Context: an optimization exercise on an open-source flow, tuned for small area. The choices shown serve that exercise and are no tape-out recipe.
The RTL was checked by simulation tests, not by an equivalence proof against the original design.
The flow treats the clock pin as an ideal source, which a real chip does not have.
Power is estimated from default activity; no workload was simulated.

// my_converter_64_2_256
module my_converter_64_2_256 #(
    parameter int C_M_AXIS_DATA_WIDTH  = 256,
    parameter int C_S_AXIS_DATA_WIDTH  = 64,
    parameter int C_M_AXIS_TUSER_WIDTH = 128,
    parameter int C_S_AXIS_TUSER_WIDTH = 128
) (
    input  logic                              axi_aclk,
    input  logic                              axi_reset,
    input  logic [C_S_AXIS_DATA_WIDTH-1:0]    s_axis_tdata,
    input  logic [C_S_AXIS_DATA_WIDTH/8-1:0]  s_axis_tstrb,
    input  logic [C_S_AXIS_TUSER_WIDTH-1:0]   s_axis_tuser,
    input  logic                              s_axis_tvalid,
    output logic                              s_axis_tready,
    input  logic                              s_axis_tlast,
    output logic [C_M_AXIS_DATA_WIDTH-1:0]    m_axis_tdata,
    output logic [C_M_AXIS_DATA_WIDTH/8-1:0]  m_axis_tstrb,
    output logic [C_M_AXIS_TUSER_WIDTH-1:0]   m_axis_tuser,
    output logic                              m_axis_tvalid,
    input  logic                              m_axis_tready,
    output logic                              m_axis_tlast
);
    localparam int SW = C_S_AXIS_DATA_WIDTH;
    localparam int SB = C_S_AXIS_DATA_WIDTH / 8;
    localparam int MW = C_M_AXIS_DATA_WIDTH;
    localparam int MB = C_M_AXIS_DATA_WIDTH / 8;
    logic [1:0]                        lane_q;    
    logic [1:0]                        lane_inc;
    logic                              m_vld_q;
    logic [MW-1:0]                     m_data_q;
    logic [MB-1:0]                     m_strb_q;
    logic [C_M_AXIS_TUSER_WIDTH-1:0]   m_user_q;
    logic                              m_last_q;
    localparam logic [7:0] LANE_CODE = 8'b10_11_01_00;
    logic       accept;
    logic       complete;
  ...
export LEC_CHECK = 0
export ABC_AREA = 1
export CAP_MARGIN = 20
export CORE_MARGIN = 2
export CORE_UTILIZATION = 40
export SLEW_MARGIN = 20
export SYNTH_HIERARCHICAL = 1
create_clock -name core_clock -period 5.0 [get_ports {axi_aclk}]
standard.sh (not shown) runs the stock make flow with config.mk's settings and CLKGATE_MAP_FILE= SYNTH_SCRIPT=/design/flow/synth_recipe.tcl, a recipe that flattens the netlist after the stock synthesis.
==> flow/flow/run.sh <==
#!/bin/bash
# Standard ORFS layout with three changes:
#  - synthesis maps logic with an area-recovering ABC script (strash; dch; amap), on a private
#    copy of the ORFS scripts; everything else in synthesis is the standard one, so the
#    registers (names, count, cell types) are exactly the standard synthesis's;
#  - the port buffers that global placement inserts are buf_1 cells;
#  - clock tree synthesis uses clkbuf_8 cells driving larger sink clusters, and no dummy loads;
#    after it, clock buffers whose estimated sink slew is too high are upsized (flow/clk_resize.tcl).
set -euo pipefail
cp -r "$FLOW_HOME/scripts" ./myscripts
printf 'strash\ndch\namap\ntopo\n' > myscripts/abc_area.script
bash standard.sh "SCRIPTS_DIR=$PWD/myscripts" synth > synth_stage.log 2>&1
bash standard.sh "BUFFER_PORTS_ARGS=-buffer_cell sky130_fd_sc_hd__buf_1" \
  "CTS_ARGS=-sink_clustering_enable -repair_clock_nets -dont_use_dummy_load -buf_list sky130_fd_sc_hd__clkbuf_4 -sink_clustering_size 12 -sink_clustering_max_diameter 40" \
  "POST_CTS_TCL=$PWD/flow/clk_resize.tcl" \
  finish > layout_stage.log 2>&1
==> flow/flow/clk_resize.tcl <==
set target 0.115
estimate_parasitics -placement
proc max_load_slew {inst} {
  set mx 0
  set net [get_nets -of_objects [get_pins [get_full_name $inst]/X]]
  foreach pin [get_pins -of_objects $net -filter "direction==input"] {
    foreach p {slew_max_rise slew_max_fall} {
      set s [get_property $pin $p]
      if {$s > $mx} { set mx $s }
    }
  }
  return $mx
}
set bufs {}
foreach inst [get_cells *] {
  if {[string match "sky130_fd_sc_hd__clkbuf_*" [get_property $inst ref_name]]} {
    lappend bufs $inst
  }
}
# Two passes: upsizing a buffer raises the load, and so the slew, of its driver.
foreach pass {1 2} {
  foreach inst $bufs {
    foreach size {8 16} {
      if {[max_load_slew $inst] < $target} { break }
      if {[regexp {clkbuf_(\d+)$} [get_property $inst ref_name] -> n] && $n < $size} {
        replace_cell $inst sky130_fd_sc_hd__clkbuf_$size
        puts "clk_resize pass $pass [get_full_name $inst]: clkbuf_$n -> clkbuf_$size"
      }
    }
  }
}
detailed_placement
The first run ran to the end with no violations.
Then changed:
==> flow/flow/run.sh (replaced) <==
#!/bin/bash
# Standard ORFS layout with three changes:
#  - synthesis maps logic with an area-recovering ABC script (strash; dch; amap), on a private
#    copy of the ORFS scripts; everything else in synthesis is the standard one, so the
#    registers (names, count, cell types) are exactly the standard synthesis's;
#  - the port buffers that global placement inserts are buf_1 cells;
#  - clock tree synthesis uses clkbuf_8 cells driving larger sink clusters, and no dummy loads.
set -euo pipefail
cp -r "$FLOW_HOME/scripts" ./myscripts
printf 'strash\ndch\namap\ntopo\n' > myscripts/abc_area.script
bash standard.sh "SCRIPTS_DIR=$PWD/myscripts" synth > synth_stage.log 2>&1
bash standard.sh "BUFFER_PORTS_ARGS=-buffer_cell sky130_fd_sc_hd__buf_1" \
  "CTS_ARGS=-sink_clustering_enable -repair_clock_nets -dont_use_dummy_load -buf_list sky130_fd_sc_hd__clkbuf_8 -sink_clustering_size 20 -sink_clustering_max_diameter 60" \
  finish > layout_stage.log 2>&1
removed: flow/flow/clk_resize.tcl
What happened: Maximum frequency went up by 0.37%; power decreases by 0.79%; via count is lower by 1.4%; die area is unchanged.

## static timing again, ports no longer ideal
Ports are ideal in the flow. The routed layouts listed here were re-timed in OpenROAD.
Step 1 sets driving cells, clkbuf_16 on the clock port and buf_2 on the other inputs (assumed; they add their load-dependent delay and slew).
Step 2 times the ports against the registers' clock, not the clock port: input delays grow and output delays shrink by t, the midpoint of the rising clock arrivals with the driver on.
a / b / c = no drivers / after step 1 / after step 2; a / b = the first two.
run	t (ns)	slack for setup (ns)	slew at the worst register clock pin (ns)
the first run	0.657	2.113 / 2.113 / 1.507	0.12 / 0.12
the second run	0.623	2.124 / 2.143 / 1.520	0.12 / 0.12
After both steps every run listed still meets setup and hold. The setup slack of the first run, which loses most, moves by 0.000 ns with the drivers and by -0.606 ns with both steps.
